What follows belongs to an exercise in optimizing a design on an open flow for a short achievable clock period and few clock cycles; a production flow would make more cautious choices.
Where RTL was checked, it was by simulation tests only, not by an equivalence proof against the original.
Function not checked in run 2: the RTL went through the layout flow alone.
Power is estimated from default activity; no workload was simulated.

===== flow/config.mk =====
export PLATFORM = sky130hd
export DESIGN_NAME = rv_core_top
export DESIGN_NICKNAME = rv_core_top
export VERILOG_FILES = /design/flow/design.v
export SDC_FILE = /design/flow/constraint.sdc
export NUM_CORES = 4
export LEC_CHECK = 0
export CAP_MARGIN = 20
export CORE_MARGIN = 2
export CORE_UTILIZATION = 40
export SETUP_SLACK_MARGIN = 5
export SLEW_MARGIN = 20

===== flow/constraint.sdc =====
create_clock -name core_clock -period 10.0 [get_ports {clk_i}]
set_input_delay 2.0000 -clock core_clock [delete_from_list [all_inputs] [get_ports {clk_i}]]
set_output_delay 2.0000 -clock core_clock [all_outputs]
set_load 0.01 [all_outputs]

===== flow/design.v =====
`timescale 1ns/1ns
`default_nettype none
package rv_pkg;
   parameter int XLEN       = 32;             
   parameter int REG_ADDR_W = 5;              
endpackage
`default_nettype wire
`timescale 1ns/1ns
`timescale 1ns/1ns
`timescale 1ns/1ns
`timescale 1ns/1ns
`default_nettype none
module ks_adder #(
   parameter int W = 32
) (
   input  wire  [W-1:0] a_i,
   input  wire  [W-1:0] b_i,
   input  wire          cin_i,
   output logic [W-1:0] sum_o,
   output logic         cout_o
);
   localparam int N = W + 1;                  
   localparam int L = (N <= 2) ? 1 : (N <= 4) ? 2 : (N <= 8) ? 3 : (N <= 16) ? 4 :
                      (N <= 32) ? 5 : 6;     
   logic [L:0][N-1:0] g;
   logic [L:0][N-1:0] p;
   assign g[0] = {a_i & b_i, cin_i};
   assign p[0] = {a_i ^ b_i, 1'b0};
   for (genvar l = 0; l < L; l++) begin : g_lvl
      for (genvar i = 0; i < N; i++) begin : g_bit
         if (i >= (1 << l)) begin : g_op
            assign g[l+1][i] = g[l][i] | (p[l][i] & g[l][i-(1<<l)]);
            assign p[l+1][i] = p[l][i] & p[l][i-(1<<l)];
         end else begin : g_pass
            assign g[l+1][i] = g[l][i];
            assign p[l+1][i] = p[l][i];
         end
      end
   end
   assign sum_o  = (a_i ^ b_i) ^ g[L][W-1:0];
   assign cout_o = g[L][W];
endmodule
`default_nettype wire
`timescale 1ns/1ns
`timescale 1ns/1ns
`default_nettype none
module rv_core_top #(
   parameter logic [31:0] RESET_PC = '0    
) (
   input  wire         clk_i,
   input  wire         rst_i,
   input  wire         stall_i,
   input  wire  [31:0] inst_i,
   output wire  [31:0] inst_addr_o,
   output wire         wen_o,
   output wire  [3:0]  stb_o,
   output wire  [31:0] data_addr_o,
   output wire  [31:0] data_o
);
   localparam logic [6:0] OPC_OP     = 7'b0110011;
   localparam logic [6:0] OPC_OP_IMM = 7'b0010011;
   localparam logic [6:0] OPC_BRANCH = 7'b1100011;
   localparam logic [6:0] OPC_JAL    = 7'b1101111;
   localparam logic [6:0] OPC_JALR   = 7'b1100111;
   localparam logic [6:0] OPC_LUI    = 7'b0110111;
   localparam logic [6:0] OPC_AUIPC  = 7'b0010111;
   localparam logic [6:0] OPC_STORE  = 7'b0100011;
   logic [31:0] pc_q;
   logic [31:0] pc_plus4;
   logic [31:0] f_next;
   logic        d_valid;
   logic        d_pred;          
   logic [31:0] d_inst;
   logic [31:0] d_pc;
   logic [31:0] d_pc4;
   logic        e_valid;
   logic [31:0] e_a;             
   logic [31:0] e_b;             
   logic [31:0] e_bx;            
   logic        e_cin;           
   logic [31:0] e_rs2;           
   logic [31:0] e_pc4;           
   logic [31:0] e_alt;           
   logic        e_flip;          
   logic        e_redir;         
   logic        e_branch;
   logic        e_jalr;
   logic        e_store;
   logic [1:0]  e_sfmt;
   logic        e_wen;           
   logic [4:0]  e_rd;
   logic        e_sel_sum, e_sel_xor, e_sel_or, e_sel_and;
   logic        e_sel_sll, e_sel_sr, e_sel_slt, e_sel_sltu, e_sel_link;
   logic        e_sra;
   logic        e_addi;          
   logic [31:0] e_nimm;          
   logic        redirect_d;
   logic [31:0] target_d;
   logic        e_br_eq, e_br_lt, e_br_ltu;
   logic        w_en;            
   logic [4:0]  w_rd;
   logic [31:0] w_data;
   logic [31:0] regs [32];
   logic        redirect_e;
   logic [31:0] target_e;
   logic [31:0] result;
   logic        s_wen;
   logic [3:0]  s_stb;
   logic [31:0] s_addr;
   logic [31:0] s_data;
   assign inst_addr_o = pc_q;
   ks_adder #(.W(32)) u_pc4 (
      .a_i (pc_q), .b_i (32'd4), .cin_i (1'b0), .sum_o (pc_plus4), .cout_o ()
   );
   logic        f_is_jal, f_is_br, f_same, f_bpred, f_short_j, f_short_b;
   logic        f_take_j, f_take_b, f_take;
   logic [2:0]  f_f3;
   logic [5:0]  f_off_j, f_off_b;
   logic [5:0]  f_lo_j, f_lo_b;
   logic        f_c_j, f_c_b, f_s;
   logic [31:6] f_hi_p1, f_hi_m1;
   logic        f_is_jalr, f_short_r, f_take_r, f_c_r;
   logic [5:0]  f_lo_r;
   logic        d_auipc0;        
   logic [31:6] d_hi_p1, d_hi_m1;
   assign f_is_jal = inst_i[6:0] == OPC_JAL;
   assign f_is_br  = inst_i[6:0] == OPC_BRANCH;
   assign f_f3     = inst_i[14:12];
   assign f_same   = inst_i[19:15] == inst_i[24:20];
   assign f_bpred  = f_same ? (f_f3 == 3'b000 || f_f3 == 3'b101 || f_f3 == 3'b111)
                            : (inst_i[31] || f_f3 == 3'b001);
   assign f_s      = inst_i[31];
   assign f_off_j  = {inst_i[25:21], 1'b0};
   assign f_off_b  = {inst_i[25], inst_i[11:8], 1'b0};
   assign f_short_j = (inst_i[30:26] == {5{f_s}}) && (inst_i[20] == f_s) &&
                      (inst_i[19:12] == {8{f_s}});
   assign f_short_b = (inst_i[30:26] == {5{f_s}}) && (inst_i[7] == f_s);
   assign f_take_j = f_is_jal && f_short_j;
   assign f_take_b = f_is_br && f_bpred && f_short_b;
   assign f_is_jalr = inst_i[6:0] == OPC_JALR;
   assign f_short_r = inst_i[30:26] == {5{f_s}};
   assign f_take_r  = f_is_jalr && f_short_r && d_valid && d_auipc0 &&
                      inst_i[19:15] == d_inst[11:7];
   assign f_take   = f_take_j || f_take_b || f_take_r;
   ks_adder #(.W(6)) u_lo_r (
      .a_i (d_pc[5:0]), .b_i (inst_i[25:20]), .cin_i (1'b0), .sum_o (f_lo_r), .cout_o (f_c_r)
   );
   ks_adder #(.W(6)) u_lo_j (
      .a_i (pc_q[5:0]), .b_i (f_off_j), .cin_i (1'b0), .sum_o (f_lo_j), .cout_o (f_c_j)
   );
   ks_adder #(.W(6)) u_lo_b (
      .a_i (pc_q[5:0]), .b_i (f_off_b), .cin_i (1'b0), .sum_o (f_lo_b), .cout_o (f_c_b)
   );
   ks_adder #(.W(26)) u_hi_p1 (
      .a_i (pc_q[31:6]), .b_i (26'd0), .cin_i (1'b1), .sum_o (f_hi_p1), .cout_o ()
   );
   ks_adder #(.W(26)) u_hi_m1 (
      .a_i (pc_q[31:6]), .b_i ('1), .cin_i (1'b0), .sum_o (f_hi_m1), .cout_o ()
   );
   logic        n_hold, n_j, n_b, n_r, n_4;
   logic        n_p1, n_m1, n_same, n_rp1, n_rm1, n_rsame;
   logic [31:0] pc_f;
   logic [31:0] pc_next;
   assign n_hold = stall_i;
   assign n_j    = !stall_i && f_take_j;
   assign n_b    = !stall_i && f_take_b;
   assign n_r    = !stall_i && f_take_r;
   assign n_4    = !stall_i && !f_take;
   assign n_rp1  = n_r && f_c_r && !f_s;
   assign n_rm1  = n_r && !f_c_r && f_s;
   assign n_rsame = n_r && f_c_r == f_s;
   assign n_p1   = (n_j && f_c_j && !f_s) || (n_b && f_c_b && !f_s);
   assign n_m1   = (n_j && !f_c_j && f_s) || (n_b && !f_c_b && f_s);
   assign n_same = (n_j && f_c_j == f_s) || (n_b && f_c_b == f_s) || n_hold;
   assign pc_f[31:6] = ({26{n_4}}    & pc_plus4[31:6])
                     | ({26{n_p1}}   & f_hi_p1)
                     | ({26{n_m1}}   & f_hi_m1)
                     | ({26{n_same}} & pc_q[31:6])
                     | ({26{n_rp1}}  & d_hi_p1)
                     | ({26{n_rm1}}  & d_hi_m1)
                     | ({26{n_rsame}} & d_pc[31:6]);
   assign pc_f[5:0]  = ({6{n_4}}    & pc_plus4[5:0])
                     | ({6{n_j}}    & f_lo_j)
                     | ({6{n_b}}    & f_lo_b)
                     | ({6{n_hold}} & pc_q[5:0])
                     | ({6{n_r}}    & {f_lo_r[5:1], 1'b0});
   assign pc_next = redirect_e ? target_e : redirect_d ? target_d : pc_f;
   always_ff @(posedge clk_i) begin
      if (rst_i) pc_q <= RESET_PC;
      else       pc_q <= pc_next;
   end
   always_ff @(posedge clk_i or posedge rst_i) begin
      if (rst_i) begin
         d_valid <= 1'b0;
      end else begin
         d_valid <= !stall_i && !redirect_e && !redirect_d;
      end
   end
   always_ff @(posedge clk_i) begin
      d_inst <= inst_i;
      d_pc   <= pc_q;
      d_pc4  <= pc_plus4;
      d_pred <= f_take;
      d_hi_p1 <= f_hi_p1;
      d_hi_m1 <= f_hi_m1;
      d_auipc0 <= inst_i[6:0] == OPC_AUIPC && inst_i[31:12] == 20'd0 && inst_i[11:7] != 5'd0;
   end
   logic [6:0]  opc;
   logic [2:0]  f3;
   logic [4:0]  rs1, rs2, rd;
   logic        is_op, is_opimm, is_branch, is_jal, is_jalr, is_lui, is_auipc, is_store;
   logic [31:0] imm_i, imm_s, imm_b, imm_u, imm_j;
   logic [31:0] tgt_b, tgt_j;
   logic [31:0] rf1, rf2;
   logic        uses_rs1, b_is_rs2, writes;
   logic        fwd_a, fwd_b, fwd_s;
   logic [31:0] a_d, b_d;
   logic        sub_d;
   assign opc = d_inst[6:0];
   assign f3  = d_inst[14:12];
   assign rs1 = d_inst[19:15];
   assign rs2 = d_inst[24:20];
   assign rd  = d_inst[11:7];
   assign is_op     = opc == OPC_OP;
   assign is_opimm  = opc == OPC_OP_IMM;
   assign is_branch = opc == OPC_BRANCH;
   assign is_jal    = opc == OPC_JAL;
   assign is_jalr   = opc == OPC_JALR;
   assign is_lui    = opc == OPC_LUI;
   assign is_auipc  = opc == OPC_AUIPC;
   assign is_store  = opc == OPC_STORE;
   assign imm_i = {{20{d_inst[31]}}, d_inst[31:20]};
   assign imm_s = {{20{d_inst[31]}}, d_inst[31:25], d_inst[11:7]};
   assign imm_b = {{20{d_inst[31]}}, d_inst[7], d_inst[30:25], d_inst[11:8], 1'b0};
   assign imm_j = {{12{d_inst[31]}}, d_inst[19:12], d_inst[20], d_inst[30:21], 1'b0};
   assign imm_u = {d_inst[31:12], 12'b0};
   assign rf1 = (rs1 == 5'd0) ? 32'd0 : (w_en && w_rd == rs1) ? w_data : regs[rs1];
   assign rf2 = (rs2 == 5'd0) ? 32'd0 : (w_en && w_rd == rs2) ? w_data : regs[rs2];
   assign uses_rs1 = is_op || is_opimm || is_branch || is_jalr || is_store;
   assign b_is_rs2 = is_op || is_branch;
   assign writes   = is_op || is_opimm || is_jal || is_jalr || is_lui || is_auipc;
   assign fwd_a = e_valid && e_wen && (e_rd == rs1) && uses_rs1;
   assign fwd_b = e_valid && e_wen && (e_rd == rs2) && b_is_rs2;
   assign fwd_s = e_valid && e_wen && (e_rd == rs2);
   always_comb begin
      if (is_lui)        a_d = 32'd0;
      else if (is_auipc) a_d = d_pc;
      else               a_d = rf1;
      if (b_is_rs2)                  b_d = rf2;
      else if (is_store)             b_d = imm_s;
      else if (is_lui || is_auipc)   b_d = imm_u;
      else                           b_d = imm_i;
   end
   assign sub_d = is_branch || ((is_op || is_opimm) && (f3 == 3'b010 || f3 == 3'b011)) ||
                  (is_op && f3 == 3'b000 && d_inst[30]);
   ks_adder #(.W(32)) u_tgt_b (
      .a_i (d_pc), .b_i (imm_b), .cin_i (1'b0), .sum_o (tgt_b), .cout_o ()
   );
   ks_adder #(.W(32)) u_tgt_j (
      .a_i (d_pc), .b_i (imm_j), .cin_i (1'b0), .sum_o (tgt_j), .cout_o ()
   );
   logic [31:0] nimm;
   logic        d_chk, d_zero, d_outcome, d_pred_x;
   ks_adder #(.W(32)) u_nimm (
      .a_i (~imm_i), .b_i (32'd0), .cin_i (1'b1), .sum_o (nimm), .cout_o ()
   );
   assign d_chk      = is_branch && f3[2:1] == 2'b00 && rs2 == 5'd0 && rs1 != 5'd0 &&
                       e_valid && e_wen && e_addi && e_rd == rs1;
   assign d_zero     = e_a == e_nimm;
   assign d_outcome  = f3[0] ^ d_zero;
   assign d_pred_x   = d_chk ? d_outcome : d_pred;
   assign redirect_d = d_valid && !redirect_e && d_chk && (d_outcome != d_pred);
   assign target_d   = d_outcome ? tgt_b : d_pc4;
   always_ff @(posedge clk_i or posedge rst_i) begin
      if (rst_i) begin
         e_valid <= 1'b0;
      end else begin
         e_valid <= d_valid && !redirect_e;
      end
   end
   always_ff @(posedge clk_i) begin
      e_a      <= fwd_a ? result : a_d;
      e_b      <= fwd_b ? result : b_d;
      e_bx     <= fwd_b ? (sub_d ? ~result : result) : (sub_d ? ~b_d : b_d);
      e_cin    <= sub_d;
      e_rs2    <= fwd_s ? result : rf2;
      e_pc4    <= d_pc4;
      e_alt    <= d_pred_x ? d_pc4 : (is_jal ? tgt_j : tgt_b);
      e_flip   <= f3[0] ^ d_pred_x;
      e_redir  <= (is_jalr || is_jal) && !d_pred;
      e_addi   <= is_opimm && f3 == 3'b000;
      e_nimm   <= nimm;
      e_branch <= is_branch;
      e_jalr   <= is_jalr;
      e_store  <= is_store;
      e_sfmt   <= f3[1:0];
      e_wen    <= writes && (rd != 5'd0);
      e_rd     <= rd;
      e_sel_sum  <= is_lui || is_auipc || is_store || ((is_op || is_opimm) && f3 == 3'b000);
      e_sel_xor  <= (is_op || is_opimm) && f3 == 3'b100;
      e_sel_or   <= (is_op || is_opimm) && f3 == 3'b110;
      e_sel_and  <= (is_op || is_opimm) && f3 == 3'b111;
      e_sel_sll  <= (is_op || is_opimm) && f3 == 3'b001;
      e_sel_sr   <= (is_op || is_opimm) && f3 == 3'b101;
      e_sel_slt  <= (is_op || is_opimm) && f3 == 3'b010;
      e_sel_sltu <= (is_op || is_opimm) && f3 == 3'b011;
      e_sel_link <= is_jal || is_jalr;
      e_sra      <= d_inst[30];
      e_br_eq  <= f3[2:1] == 2'b00;
      e_br_lt  <= f3[2:1] == 2'b10;
      e_br_ltu <= f3[2:1] == 2'b11;
   end
   logic [32:0] sum33;
   logic [31:0] sum;
   logic        lt_u, lt_s, eq;
   logic [31:0] sll_v, sr_v;
   logic        taken;           
   ks_adder #(.W(32)) u_add (
      .a_i    (e_a),
      .b_i    (e_bx),
      .cin_i  (e_cin),
      .sum_o  (sum33[31:0]),
      .cout_o (sum33[32])
   );
   assign sum   = sum33[31:0];
   assign lt_u  = !sum33[32];
   assign lt_s  = (e_a[31] ^ e_b[31]) ? e_a[31] : sum[31];
   assign eq    = e_a == e_b;
   assign sll_v = e_a << e_b[4:0];
   assign sr_v  = 32'($signed({e_sra & e_a[31], e_a}) >>> e_b[4:0]);
   assign result = ({32{e_sel_sum}}  & sum)
                 | ({32{e_sel_xor}}  & (e_a ^ e_b))
                 | ({32{e_sel_or}}   & (e_a | e_b))
                 | ({32{e_sel_and}}  & (e_a & e_b))
                 | ({32{e_sel_sll}}  & sll_v)
                 | ({32{e_sel_sr}}   & sr_v)
                 | ({32{e_sel_link}} & e_pc4)
                 | {31'd0, (e_sel_slt & lt_s) | (e_sel_sltu & lt_u)};
   assign taken = e_flip ^ ((e_br_eq & eq) | (e_br_lt & lt_s) | (e_br_ltu & lt_u));
   assign redirect_e = e_valid && (e_redir || (e_branch && taken));
   assign target_e   = e_jalr ? {sum[31:1], 1'b0} : e_alt;
   always_ff @(posedge clk_i or posedge rst_i) begin
      if (rst_i) begin
         w_en  <= 1'b0;
         s_wen <= 1'b0;
      end else begin
         w_en  <= e_valid && e_wen;
         s_wen <= e_valid && e_store;
      end
   end
   always_ff @(posedge clk_i) begin
      w_rd   <= e_rd;
      w_data <= result;
      s_addr <= sum;
      case (e_sfmt)
         2'b00:   s_stb <= 4'b0001 << sum[1:0];
         2'b01:   s_stb <= 4'b0011 << sum[1:0];
         default: s_stb <= 4'b1111 << sum[1:0];
      endcase
      s_data <= e_rs2 << {sum[1:0], 3'b000};
   end
   always_ff @(posedge clk_i) begin
      if (w_en) regs[w_rd] <= w_data;
   end
   assign wen_o       = s_wen;
   assign stb_o       = s_stb;
   assign data_addr_o = s_addr;
   assign data_o      = s_data;
endmodule
`default_nettype wire

===== flow/flow/run.sh =====
#!/bin/bash
set -euo pipefail
MARGIN=$(cat flow/margin.txt)
bash standard.sh SETUP_SLACK_MARGIN=$MARGIN finish > standard_flow.log 2>&1

===== flow/flow/margin.txt =====
7

===== flow/standard.sh =====
#!/bin/bash
# synth_recipe.tcl (not shown) runs the flow's synth.tcl, then flattens the netlist and writes it again
# the make line also repeats each setting of config.mk as NAME=value (left out here)
make -C /OpenROAD-flow-scripts/flow DESIGN_CONFIG=/design/flow/config.mk WORK_HOME=/design/flow/orfs CLKGATE_MAP_FILE= SYNTH_SCRIPT=/design/flow/synth_recipe.tcl "${@:-finish}"

==> metrics.log, run 1 <==
[metrics] Synth top cells by count: sky130_fd_sc_hd__edfxtp_1, sky130_fd_sc_hd__dfxtp_1, sky130_fd_sc_hd__mux4_2, sky130_fd_sc_hd__nand2_1, sky130_fd_sc_hd__nor2_1
[metrics] number of register bits inferred by synthesis: 1561
[metrics] post-DP HPWL: 189000 µm
[metrics] minimum setup slack in the final design: 6.02 ns
[metrics] final-layout fill cell count: 16200
[metrics] area of the core region: between 150000 and 200000 µm²
[metrics] result of the run: complete, no violations
[metrics] vias post-DR: 62200
[metrics] number of distinct library cell variants in the gate-level netlist after synthesis: 99
[metrics] hold path depth: 0
[metrics] number of global-route vias before repair: 60000
[metrics] H-Tree Depth: 4
[metrics] Antenna Nets Post-Route: 0
[metrics] maximum number of pins on one net before global-route repair: 61
[metrics] cell types occupying the most area after synthesis: sky130_fd_sc_hd__edfxtp_1, sky130_fd_sc_hd__mux4_2, sky130_fd_sc_hd__dfxtp_1, sky130_fd_sc_hd__mux2i_1, sky130_fd_sc_hd__ha_1
[metrics] number of buffers between clock root and the deepest sink: 3
[metrics] top_reg_cell synth: sky130_fd_sc_hd__edfxtp_1
[metrics] floorplan die height: between 400 and 500 µm
[metrics] layout overhead on the synthesized area: 29.4%
[metrics] unrepaired setup endpoints after global routing: yes
[metrics] leftover overflow at the end of global routing: 0
[metrics] peak ir drop on the vdd network: 0.205 mV
[metrics] nets in the synthesized netlist: ~6400
[metrics] share of Yosys cell area claimed by the top area cell type: 39.0%
[metrics] register area share after synthesis: roughly 53%
[metrics] Post-Syn Instances: just over 6000
[metrics] transition time of the tightest slew-check pin: around 1.2 ns
[metrics] share of layout cells above drive strength 1: 36.3%
[metrics] category of the worst setup path capture point: flop
[metrics] number of hold violations in the final report: 0
[metrics] Placement Setup Slack: 4.07 ns
[metrics] average wire per standard cell: 34.6 µm
[metrics] # clock sinks: roughly 1600
[metrics] final weighted congestion of routability-driven global placement: 0.974
[metrics] crit-path max FO: 8
[metrics] number of design rule violations left after detail routing: 0
[metrics] total wire length: approximately 330000 µm
[metrics] number of warning messages in the yosys log: 1
[metrics] Total Negative Setup Slacks: 0 ns
[metrics] type of the worst setup path: input pin to flop
[metrics] Skew-Pair Late Insertion Delay: 0.88 ns
[metrics] DRT iter0 DRCs: 8438
[metrics] fraction of registers with async set or reset after synthesis: 0.256%
[metrics] vias per std cell: 6.47
[metrics] Pins Over Slew Limit: 0
[metrics] cts hold-fix bufs: 0
[metrics] floorplan die width: 448 µm
[metrics] Max Cap Viol: 0
[metrics] synthesized area: just under 80000 µm²
[metrics] initial antenna violation count: 15
[metrics] final worst path period share: 39.8%
[metrics] arrival time worst endpoint: 4.76 ns
[metrics] cts bufs inserted: roughly 170
[metrics] highest clock rate: 0.251 GHz
[metrics] final setup violation count: 0
[metrics] total routing resource utilization after global routing: 32.2%
[metrics] wire length of the first global-routing pass: 455000 µm
[metrics] end-of-flow core utilization: 52.2%
[metrics] router iterations before antenna repair: 7
[metrics] power density relative to cell area: between 150 and 200 nW/µm²
[metrics] Worst setup SP type: input pin
[metrics] most frequently used cell type in the post-synthesis netlist: sky130_fd_sc_hd__edfxtp_1
[metrics] final net count: 7064
[metrics] final critical-path required period: 3.98 ns
[metrics] Post-synth EDFFs: 1024
[metrics] Clock Skew: approximately 0.07 ns
[metrics] clock transition time at the flip-flop clock pins of the worst setup and hold paths: 0.06 ns
[metrics] port buffer count: 135
[metrics] leakage: 37.4 nW
[metrics] type of the worst min-delay path: flop to flop
[metrics] post-layout power: around 0.017 W
[metrics] Root Buffer: sky130_fd_sc_hd__clkbuf_16
[metrics] Avg Inst Size Synth: 12.7 µm²
[metrics] CTS tree: built
[metrics] number of rows in the core area: 162
[metrics] Die Area: 201000 µm²
[metrics] library cell with the largest summed area after synthesis: sky130_fd_sc_hd__edfxtp_1
[metrics] top-level port count: 136
[metrics] effective utilization at floorplan: 40.3%
[metrics] Worst slew margin: between 20 and 25%
[metrics] r2r worst-path depth: 15
[metrics] required time reported for the critical path endpoint: between 10 and 15 ns
where the power goes:
group / switching, W / total, W / internal (W) / leakage, nW
registers: 0.000230 / 0.00731 / 0.00708 / 13.9
logic: 0.00193 / 0.00346 / 0.00152 / 20.8
clock network: 0.00277 / 0.00626 / 0.00349 / 2.67
total: 0.00494 / 0.0170 / 0.0121 / 37.4
critical path, cell delays in order:
cell and delay (ns):
sky130_fd_sc_hd__buf_6 0.10, sky130_fd_sc_hd__or4_4 0.55, sky130_fd_sc_hd__o22ai_4 0.21, sky130_fd_sc_hd__buf_4 0.14
sky130_fd_sc_hd__nand2_1 0.07, sky130_fd_sc_hd__nor4_4 0.37, sky130_fd_sc_hd__a211oi_2 0.14, sky130_fd_sc_hd__a22oi_2 0.30
sky130_fd_sc_hd__buf_12 0.19, sky130_fd_sc_hd__buf_8 0.14, sky130_fd_sc_hd__or3b_2 0.13, sky130_fd_sc_hd__a21oi_2 0.05
sky130_fd_sc_hd__mux2i_1 0.12, sky130_fd_sc_hd__nor2_1 0.06, sky130_fd_sc_hd__a211oi_1 0.19
routing by layer:
layer,GRT usage (%),vias to the layer above,wire length (µm)
li1,-,25400,-
met1,38.2,31200,115000
met2,49.7,4336,149000
met3,8.68,1331,36000
met4,25.0,6,32000
met5,0,-,41
stage by stage:
stage	cell area (µm²)	hold WS (ns)	std cells
2_1_floorplan	79400	0.347	6202
4_1_cts	99000	0.375	9437
3_3_place_gp	83400	0.374	8634
3_5_place_dp	83500	0.374	8634
6_report	102000	0.382	9626
5_1_grt	102000	0.389	9620
cells by family (layout without fill, tap and decap cells):
family | Yosys count | in the layout | share of synthesized area [%]
flops | 1561 | 1561 | 52.7
simple gates | 1361 | 1369 | 7.83
compound gates | 1287 | 1294 | 10.8
mux | 892 | 892 | 19.5
buf+inv | 658 | 1434 | 3.42
xor+xnor | 272 | 272 | 3.04
fa+ha+maj | 171 | 171 | 2.77
other cells | 0 | 9 | 0
timing repair:
action	CTS	global route
setup endpoints to repair	408	350
pin swaps	255	171
gates resized for setup	1717	342
cloned	68	13
setup buffers	430	166
cell type report:
class	instances	area (µm²)	share of cell area [%]
flip-flops and latches	1561	41900	41.1
multi-input cells	3998	39300	38.6
repair buffers	959	11300	11.0
clock buffers	231	4670	4.58
well taps	2624	3280	3.22
clock inverters	74	817	0.801
inverters	170	709	0.696
diodes	9	22.5	0.0221
flip-flops by register name (all words and copies together) (netlist names), 25 cells and up:
signal	flops
d_hi_m1	26
d_hi_p1	25
d_inst	32
d_pc	30
d_pc4	32
e_a	32
e_alt	32
e_b	32
e_bx	32
e_nimm	30
e_pc4	31
e_rs2	32
pc_q	32
regs	1024
s_addr	32
s_data	32
w_data	32
layout by cell type (no fill, tap or decap), drive strengths merged, types with 65 or more instances in the layout:
cell / n
ha: 165
nand3: 117
nor2: 407
edfxtp: 1024
inv: 174
xor2: 156
dfxtp: 533
nand2: 498
xnor2: 115
mux2i: 354
clkbuf: 246
o211ai: 65
buf: 908
o21ai: 278
a22oi: 78
a221oi: 137
mux4: 510
a21oi: 337
path summary, 6_finish.rpt:
| path | startpoint | slack (ns) | to |
|---|---|---|---|
| worst min-delay path | pc_q[29] | 0.38 | d_pc[29] |
| max in group asynchronous | rst_i | 8.00 | s_wen |
| worst min register to register | pc_q[29] | 0.38 | d_pc[29] |
| min in group asynchronous | rst_i | 1.77 | s_wen |
| worst max-delay path | inst_i[27] | 6.02 | pc_q[6] |
| worst max register to register | e_a[0] | 6.15 | pc_q[25] |
Testbench counts, summed over its fixed seeds: cycles 74,771.
==> run 2, diff against run 1 <==
--- a/flow/design.v
+++ b/flow/design.v
@@ -70,4 +70,6 @@
    logic [31:0] f_next;
    logic        d_valid;
+   logic [31:1] d_rs1_oh;        
+   logic [31:1] d_rs2_oh;
    logic        d_pred;          
    logic [31:0] d_inst;
@@ -105,4 +107,6 @@
    logic [31:0] target_e;
    logic [31:0] result;
+   logic [31:0] sum;             
+   logic [31:0] other;           
    logic        s_wen;
    logic [3:0]  s_stb;
@@ -113,5 +117,5 @@
       .a_i (pc_q), .b_i (32'd4), .cin_i (1'b0), .sum_o (pc_plus4), .cout_o ()
    );
-   logic        f_is_jal, f_is_br, f_same, f_bpred, f_short_j, f_short_b;
+   logic        f_is_jal, f_is_br, f_same, f_bpred;
    logic        f_take_j, f_take_b, f_take;
    logic [2:0]  f_f3;
@@ -120,5 +124,5 @@
    logic        f_c_j, f_c_b, f_s;
    logic [31:6] f_hi_p1, f_hi_m1;
-   logic        f_is_jalr, f_short_r, f_take_r, f_c_r;
+   logic        f_is_jalr, f_take_r, f_c_r;
    logic [5:0]  f_lo_r;
    logic        d_auipc0;        
@@ -133,12 +137,8 @@
    assign f_off_j  = {inst_i[25:21], 1'b0};
    assign f_off_b  = {inst_i[25], inst_i[11:8], 1'b0};
-   assign f_short_j = (inst_i[30:26] == {5{f_s}}) && (inst_i[20] == f_s) &&
-                      (inst_i[19:12] == {8{f_s}});
-   assign f_short_b = (inst_i[30:26] == {5{f_s}}) && (inst_i[7] == f_s);
-   assign f_take_j = f_is_jal && f_short_j;
-   assign f_take_b = f_is_br && f_bpred && f_short_b;
+   assign f_take_j = f_is_jal;
+   assign f_take_b = f_is_br && f_bpred;
    assign f_is_jalr = inst_i[6:0] == OPC_JALR;
-   assign f_short_r = inst_i[30:26] == {5{f_s}};
-   assign f_take_r  = f_is_jalr && f_short_r && d_valid && d_auipc0 &&
+   assign f_take_r  = f_is_jalr && d_valid && d_auipc0 &&
                       inst_i[19:15] == d_inst[11:7];
    assign f_take   = f_take_j || f_take_b || f_take_r;
@@ -158,31 +158,33 @@
       .a_i (pc_q[31:6]), .b_i ('1), .cin_i (1'b0), .sum_o (f_hi_m1), .cout_o ()
    );
-   logic        n_hold, n_j, n_b, n_r, n_4;
-   logic        n_p1, n_m1, n_same, n_rp1, n_rm1, n_rsame;
+   logic        n_c;
+   logic [31:6] n_hi1, n_hi0;
+   logic [5:0]  n_lo;
    logic [31:0] pc_f;
    logic [31:0] pc_next;
-   assign n_hold = stall_i;
-   assign n_j    = !stall_i && f_take_j;
-   assign n_b    = !stall_i && f_take_b;
-   assign n_r    = !stall_i && f_take_r;
-   assign n_4    = !stall_i && !f_take;
-   assign n_rp1  = n_r && f_c_r && !f_s;
-   assign n_rm1  = n_r && !f_c_r && f_s;
-   assign n_rsame = n_r && f_c_r == f_s;
-   assign n_p1   = (n_j && f_c_j && !f_s) || (n_b && f_c_b && !f_s);
-   assign n_m1   = (n_j && !f_c_j && f_s) || (n_b && !f_c_b && f_s);
-   assign n_same = (n_j && f_c_j == f_s) || (n_b && f_c_b == f_s) || n_hold;
-   assign pc_f[31:6] = ({26{n_4}}    & pc_plus4[31:6])
-                     | ({26{n_p1}}   & f_hi_p1)
-                     | ({26{n_m1}}   & f_hi_m1)
-                     | ({26{n_same}} & pc_q[31:6])
-                     | ({26{n_rp1}}  & d_hi_p1)
-                     | ({26{n_rm1}}  & d_hi_m1)
-                     | ({26{n_rsame}} & d_pc[31:6]);
-   assign pc_f[5:0]  = ({6{n_4}}    & pc_plus4[5:0])
-                     | ({6{n_j}}    & f_lo_j)
-                     | ({6{n_b}}    & f_lo_b)
-                     | ({6{n_hold}} & pc_q[5:0])
-                     | ({6{n_r}}    & {f_lo_r[5:1], 1'b0});
+   always_comb begin
+      if (stall_i) begin
+         n_hi1 = pc_q[31:6];
+         n_hi0 = pc_q[31:6];
+      end else if (!f_take) begin
+         n_hi1 = pc_plus4[31:6];
+         n_hi0 = pc_plus4[31:6];
+      end else if (f_take_r) begin
+         n_hi1 = f_s ? d_pc[31:6] : d_hi_p1;
+         n_hi0 = f_s ? d_hi_m1 : d_pc[31:6];
+      end else begin
+         n_hi1 = f_s ? pc_q[31:6] : f_hi_p1;
+         n_hi0 = f_s ? f_hi_m1 : pc_q[31:6];
+      end
+   end
+   assign n_c = f_take_r ? f_c_r : f_take_j ? f_c_j : f_c_b;
+   always_comb begin
+      if (stall_i)       n_lo = pc_q[5:0];
+      else if (!f_take)  n_lo = pc_plus4[5:0];
+      else if (f_take_r) n_lo = {f_lo_r[5:1], 1'b0};
+      else if (f_take_j) n_lo = f_lo_j;
+      else               n_lo = f_lo_b;
+   end
+   assign pc_f = {n_c ? n_hi1 : n_hi0, n_lo};
    assign pc_next = redirect_e ? target_e : redirect_d ? target_d : pc_f;
    always_ff @(posedge clk_i) begin
@@ -202,4 +204,8 @@
       d_pc4  <= pc_plus4;
       d_pred <= f_take;
+      for (int i = 1; i < 32; i++) begin
+         d_rs1_oh[i] <= inst_i[19:15] == 5'(i);
+         d_rs2_oh[i] <= inst_i[24:20] == 5'(i);
+      end
       d_hi_p1 <= f_hi_p1;
       d_hi_m1 <= f_hi_m1;
@@ -215,4 +221,5 @@
    logic        uses_rs1, b_is_rs2, writes;
    logic        fwd_a, fwd_b, fwd_s;
+   logic        fa_sum, fa_oth, fb_sum, fb_oth, fs_sum, fs_oth;
    logic [31:0] a_d, b_d;
    logic        sub_d;
@@ -235,6 +242,15 @@
    assign imm_j = {{12{d_inst[31]}}, d_inst[19:12], d_inst[20], d_inst[30:21], 1'b0};
    assign imm_u = {d_inst[31:12], 12'b0};
-   assign rf1 = (rs1 == 5'd0) ? 32'd0 : (w_en && w_rd == rs1) ? w_data : regs[rs1];
-   assign rf2 = (rs2 == 5'd0) ? 32'd0 : (w_en && w_rd == rs2) ? w_data : regs[rs2];
+   logic [31:0] rd1, rd2;
+   always_comb begin
+      rd1 = 32'd0;
+      rd2 = 32'd0;
+      for (int i = 1; i < 32; i++) begin
+         rd1 = rd1 | ({32{d_rs1_oh[i]}} & regs[i]);
+         rd2 = rd2 | ({32{d_rs2_oh[i]}} & regs[i]);
+      end
+   end
+   assign rf1 = (w_en && w_rd == rs1 && rs1 != 5'd0) ? w_data : rd1;
+   assign rf2 = (w_en && w_rd == rs2 && rs2 != 5'd0) ? w_data : rd2;
    assign uses_rs1 = is_op || is_opimm || is_branch || is_jalr || is_store;
    assign b_is_rs2 = is_op || is_branch;
@@ -243,4 +259,10 @@
    assign fwd_b = e_valid && e_wen && (e_rd == rs2) && b_is_rs2;
    assign fwd_s = e_valid && e_wen && (e_rd == rs2);
+   assign fa_sum = fwd_a && e_sel_sum;
+   assign fa_oth = fwd_a && !e_sel_sum;
+   assign fb_sum = fwd_b && e_sel_sum;
+   assign fb_oth = fwd_b && !e_sel_sum;
+   assign fs_sum = fwd_s && e_sel_sum;
+   assign fs_oth = fwd_s && !e_sel_sum;
    always_comb begin
       if (is_lui)        a_d = 32'd0;
@@ -262,4 +284,5 @@
    logic [31:0] nimm;
    logic        d_chk, d_zero, d_outcome, d_pred_x;
+   logic        d_short, d_bad;
    ks_adder #(.W(32)) u_nimm (
       .a_i (~imm_i), .b_i (32'd0), .cin_i (1'b1), .sum_o (nimm), .cout_o ()
@@ -269,7 +292,14 @@
    assign d_zero     = e_a == e_nimm;
    assign d_outcome  = f3[0] ^ d_zero;
+   always_comb begin
+      if (is_jal)         d_short = d_inst[30:26] == {5{d_inst[31]}} && d_inst[20] == d_inst[31] &&
+                                    d_inst[19:12] == {8{d_inst[31]}};
+      else if (is_branch) d_short = d_inst[30:26] == {5{d_inst[31]}} && d_inst[7] == d_inst[31];
+      else                d_short = d_inst[30:26] == {5{d_inst[31]}};
+   end
+   assign d_bad      = d_pred && !d_short && (is_jal || is_branch);
    assign d_pred_x   = d_chk ? d_outcome : d_pred;
-   assign redirect_d = d_valid && !redirect_e && d_chk && (d_outcome != d_pred);
-   assign target_d   = d_outcome ? tgt_b : d_pc4;
+   assign redirect_d = d_valid && !redirect_e && (d_chk ? (d_outcome != d_pred || d_bad) : d_bad);
+   assign target_d   = d_chk ? (d_outcome ? tgt_b : d_pc4) : (is_jal ? tgt_j : tgt_b);
    always_ff @(posedge clk_i or posedge rst_i) begin
       if (rst_i) begin
@@ -280,13 +310,13 @@
    end
    always_ff @(posedge clk_i) begin
-      e_a      <= fwd_a ? result : a_d;
-      e_b      <= fwd_b ? result : b_d;
-      e_bx     <= fwd_b ? (sub_d ? ~result : result) : (sub_d ? ~b_d : b_d);
+      e_a      <= fa_sum ? sum : fa_oth ? other : a_d;
+      e_b      <= fb_sum ? sum : fb_oth ? other : b_d;
+      e_bx     <= {32{sub_d}} ^ (fb_sum ? sum : fb_oth ? other : b_d);
       e_cin    <= sub_d;
-      e_rs2    <= fwd_s ? result : rf2;
+      e_rs2    <= fs_sum ? sum : fs_oth ? other : rf2;
       e_pc4    <= d_pc4;
       e_alt    <= d_pred_x ? d_pc4 : (is_jal ? tgt_j : tgt_b);
       e_flip   <= f3[0] ^ d_pred_x;
-      e_redir  <= (is_jalr || is_jal) && !d_pred;
+      e_redir  <= (is_jalr && !(d_pred && d_short)) || (is_jal && !d_pred);
       e_addi   <= is_opimm && f3 == 3'b000;
       e_nimm   <= nimm;
@@ -312,5 +342,4 @@
    end
    logic [32:0] sum33;
-   logic [31:0] sum;
    logic        lt_u, lt_s, eq;
    logic [31:0] sll_v, sr_v;
@@ -329,6 +358,5 @@
    assign sll_v = e_a << e_b[4:0];
    assign sr_v  = 32'($signed({e_sra & e_a[31], e_a}) >>> e_b[4:0]);
-   assign result = ({32{e_sel_sum}}  & sum)
-                 | ({32{e_sel_xor}}  & (e_a ^ e_b))
+   assign other  = ({32{e_sel_xor}}  & (e_a ^ e_b))
                  | ({32{e_sel_or}}   & (e_a | e_b))
                  | ({32{e_sel_and}}  & (e_a & e_b))
@@ -337,4 +365,5 @@
                  | ({32{e_sel_link}} & e_pc4)
                  | {31'd0, (e_sel_slt & lt_s) | (e_sel_sltu & lt_u)};
+   assign result = e_sel_sum ? sum : other;
    assign taken = e_flip ^ ((e_br_eq & eq) | (e_br_lt & lt_s) | (e_br_ltu & lt_u));
    assign redirect_e = e_valid && (e_redir || (e_branch && taken));
==> run 2 against run 1 <==
Effect of this change:
- area after synthesis is 6.4% lower
- combinational power is 6.4% lower
- clock skew is 0.0041 ns lower
- wire length is 16% higher
- via count is 9.0% higher
- clock power is 4.8% higher
- global-route usage is 6.9 points higher
- still clean on timing, DRC and antenna
- sequential share of layout area is 4.2 points higher
- flip-flop and latch count is 30 higher
==> metrics.log, run 2 <==
[metrics] result of the run: complete, no violations
[metrics] Post-synth EDFFs: 992
[metrics] leading cell type in the layout, fill and taps excluded: sky130_fd_sc_hd__edfxtp_1
[metrics] required time reported for the critical path endpoint: 10.73 ns
[metrics] number of global-route vias before repair: 62800
[metrics] post-DP HPWL: 223000 µm
[metrics] Antenna Nets Post-Route: 0
[metrics] number of distinct library cell variants in the gate-level netlist after synthesis: 89
[metrics] highest clock rate: 0.246 GHz
[metrics] wire length of the first global-routing pass: 509000 µm
[metrics] final net count: 6999
[metrics] number of register bits inferred by synthesis: 1591
[metrics] maximum number of pins on one net before global-route repair: 65
[metrics] share of layout cells above drive strength 1: between 20% and 30%
[metrics] Avg Inst Size Synth: about 12 µm²
[metrics] final weighted congestion of routability-driven global placement: 1.00
[metrics] cts bufs inserted: 171
[metrics] vias post-DR: 67900
[metrics] area of the core region: 183000 µm²
[metrics] leftover overflow at the end of global routing: 0
[metrics] unrepaired setup endpoints after global routing: yes
[metrics] Skew-Pair Late Insertion Delay: 0.88 ns
[metrics] Post-Syn Instances: 6326
[metrics] Max Cap Viol: 0
[metrics] Design Area, Final: 93300 µm²
[metrics] library cell with the largest summed area after synthesis: sky130_fd_sc_hd__edfxtp_1
[metrics] top_reg_cell synth: sky130_fd_sc_hd__edfxtp_1
[metrics] most frequently used cell type in the post-synthesis netlist: sky130_fd_sc_hd__edfxtp_1
[metrics] startpoint of the most critical hold path: d_pc4[9]
[metrics] Worst slew margin: 18.5%
[metrics] final-layout fill cell count: 15800
[metrics] average wire per standard cell: 40.9 µm
[metrics] CTS tree: built
[metrics] Hold Path End: e_pc4[9]
[metrics] layout overhead on the synthesized area: 26.6%
[metrics] clock transition time at the flip-flop clock pins of the worst setup and hold paths: 0.06 ns
[metrics] r2r worst-path depth: 16
[metrics] cell types occupying the most area after synthesis: sky130_fd_sc_hd__edfxtp_1, sky130_fd_sc_hd__dfxtp_1, sky130_fd_sc_hd__a221oi_1, sky130_fd_sc_hd__a22o_1, sky130_fd_sc_hd__ha_1
[metrics] top-level port count: ~140
[metrics] H-Tree Depth: 4
[metrics] number of design rule violations left after detail routing: 0
[metrics] DRT iter0 DRCs: 14200
[metrics] number of hold violations in the final report: 0
[metrics] effective utilization at floorplan: about two fifths
[metrics] worst flop-to-flop path endpoint: pc_q[18]
[metrics] register area share after synthesis: between 50% and 60%
[metrics] most flop-heavy register: regs
[metrics] Pins Over Slew Limit: 0
[metrics] transition time of the tightest slew-check pin: 1.22 ns
[metrics] Die Area: 188000 µm²
[metrics] leakage: 33.6 nW
[metrics] non-filler instance count after layout: roughly 9400
[metrics] Largest register FFs: 992
[metrics] Clock Skew: 0.0653 ns
[metrics] router iterations before antenna repair: 11
[metrics] category of the worst setup path capture point: flop
[metrics] type of the worst setup path: input pin to flop
[metrics] initial antenna violation count: 24
[metrics] Post-Place Cell Area: just under 80000 µm²
[metrics] top library cells by usage in the layout, fill and taps aside: sky130_fd_sc_hd__edfxtp_1, sky130_fd_sc_hd__buf_4, sky130_fd_sc_hd__dfxtp_1
[metrics] floorplan die width: 433 µm
[metrics] launching point of the worst reg2reg path: e_a[0]
[metrics] number of buffers between clock root and the deepest sink: 3
[metrics] port buffer count: 135
[metrics] final worst path period share: 40.7%
[metrics] final critical-path required period: 4.07 ns
[metrics] Root Buffer: sky130_fd_sc_hd__clkbuf_16
[metrics] floorplan die height: around 430 µm
[metrics] Worst setup SP type: input pin
[metrics] total routing resource utilization after global routing: between 30% and 40%
[metrics] Total Negative Setup Slacks: 0 ns
[metrics] peak ir drop on the vdd network: 0.181 mV
[metrics] vias per std cell: 7.21
[metrics] type of the worst min-delay path: flop to flop
[metrics] placed cell count: 8643
[metrics] fraction of registers with async set or reset after synthesis: 0.251%
[metrics] crit-path max FO: 5
[metrics] number of warning messages in the yosys log: 1
[metrics] synthesized area: ~74000 µm²
[metrics] hold path depth: 0
[metrics] arrival time worst endpoint: 4.79 ns
[metrics] nets in the synthesized netlist: about 6500
[metrics] total wire length: between 300000 and 400000 µm
[metrics] share of Yosys cell area claimed by the top area cell type: 40.4%
[metrics] # clock sinks: about 1600
[metrics] final setup violation count: 0
[metrics] final hold slack: around 0.37 ns
[metrics] Synth top cells by count: sky130_fd_sc_hd__edfxtp_1, sky130_fd_sc_hd__dfxtp_1, sky130_fd_sc_hd__nor2_1, sky130_fd_sc_hd__clkbuf_1, sky130_fd_sc_hd__a221oi_1
[metrics] power density relative to cell area: 185 nW/µm²
[metrics] number of rows in the core area: 157
[metrics] setup slack on the worst flop-to-flop path: 6.00 ns
## run 2: routing by layer
| metal | track usage [%] | wire length [µm] | vias to the layer above |
|---|---|---|---|
| met2 | 56.6 | 157000 | 6954 |
| met3 | 17.4 | 61700 | 2359 |
| li1 | - | - | 25900 |
| met5 | 1.64 | 657 | - |
| met4 | 32.0 | 42200 | 29 |
| met1 | 44.3 | 123000 | 32600 |
## run 2: cell families after synthesis
kind of cell	after synthesis	synth area share [%]
adder cells (fa/ha/maj)	172	2.98
buffers and inverters	652	3.41
XOR/XNOR	269	3.20
multiplexers	206	4.02
AND/OR/NAND/NOR	1430	9.37
flip-flops	1591	56.7
AO/OA/AOI/OAI	2006	20.3
## run 2: cell type report
class / count / area, µm² / area share (%)
Antenna cell: 11 / 27.5 / 0.0295
Clock buffer: 231 / 4790 / 5.13
Clock inverter: 86 / 1020 / 1.10
Inverter: 170 / 662 / 0.709
Multi-Input combinational cell: 4084 / 33700 / 36.1
Sequential cell: 1591 / 42300 / 45.3
Tap cell: 2464 / 3080 / 3.30
Timing Repair Buffer: 774 / 7790 / 8.34
## run 2: stage by stage
stage	worst slack, ns	power (W)	utilization (%)
global placement	4.06	0.00988	42.9
floorplan	5.56	0.00876	-
finish	5.93	0.0173	51.0
global route	5.89	0.0176	51.0
detailed placement	4.12	0.00990	42.9
CTS	6.10	0.0168	49.5
## run 2: what timing repair did
item | CTS | global route
buffers inserted | 277 | 133
pin swaps | 208 | 188
gates cloned | 20 | 10
gates resized for setup | 1398 | 365
hold buffers | 0 | 0
endpoints found under the setup margin | 417 | 370
hold endpoints to repair | 0 | 0
## run 2: worst max path at each step
stage / startpoint / end / slack (ns) / cells after the start
3_3_place_gp: inst_i[16] / pc_q[13] / 4.06 / 13
3_5_place_dp: inst_i[16] / pc_q[25] / 4.12 / 13
4_1_cts: inst_i[20] / pc_q[11] / 6.10 / 15
6_report: inst_i[20] / pc_q[18] / 5.93 / 15
5_1_grt: inst_i[20] / pc_q[18] / 5.89 / 15
2_1_floorplan: inst_i[20] / pc_q[10] / 5.56 / 13
## run 2: power by group
group / total (W) / internal (W) / switching [W]
clock network: 0.00656 / 0.00369 / 0.00287
logic: 0.00324 / 0.00135 / 0.00189
registers: 0.00747 / 0.00720 / 0.000274
## run 2: worst max-delay path, stage by stage
cell and delay, ns:
sky130_fd_sc_hd__buf_12 0.10, sky130_fd_sc_hd__buf_4 0.13, sky130_fd_sc_hd__buf_8 0.11, sky130_fd_sc_hd__xnor2_2 0.15, sky130_fd_sc_hd__nand3_2 0.11, sky130_fd_sc_hd__or3_4 0.35
sky130_fd_sc_hd__a211oi_4 0.32, sky130_fd_sc_hd__o21a_4 0.23, sky130_fd_sc_hd__buf_12 0.12, sky130_fd_sc_hd__buf_4 0.13, sky130_fd_sc_hd__buf_4 0.16, sky130_fd_sc_hd__o211ai_1 0.12
sky130_fd_sc_hd__a311oi_2 0.33, sky130_fd_sc_hd__a211oi_2 0.08, sky130_fd_sc_hd__o32ai_1 0.34

==> separate check: timing with driven ports <==
The results above use ideal ports. As a check the final layouts listed here were re-extracted and re-timed, cells and wires unchanged. Step 1 sets driving cells, clkbuf_16 on the clock port and buf_2 on the other inputs (assumed; they add their load-dependent delay and slew). Step 2 moves the port delays by t, midway between the first and last clock arrival at a register: inputs arrive t later, outputs are due t later. That takes back most of the time a late clock gives input paths. a / b / c = ideal / step 1 / step 2; a / b = the first two.
| run | t, ns | slack for setup (ns) | worst setup path at the end | slew at the worst register clock pin (ns) | worst slew at a driven data input, ns |
|---|---|---|---|---|---|
| run 1 | 0.932 | 6.018 / 6.062 / 5.130 | input to register | 0.08 / 0.08 | 0.07 |
| run 2 | 0.938 | 5.934 / 5.975 / 5.037 | input to register | 0.07 / 0.07 | 0.06 |
After both steps every run listed still meets setup and hold. The setup slack of run 2, which loses most, moves by +0.041 ns with the drivers and by -0.897 ns with both steps.
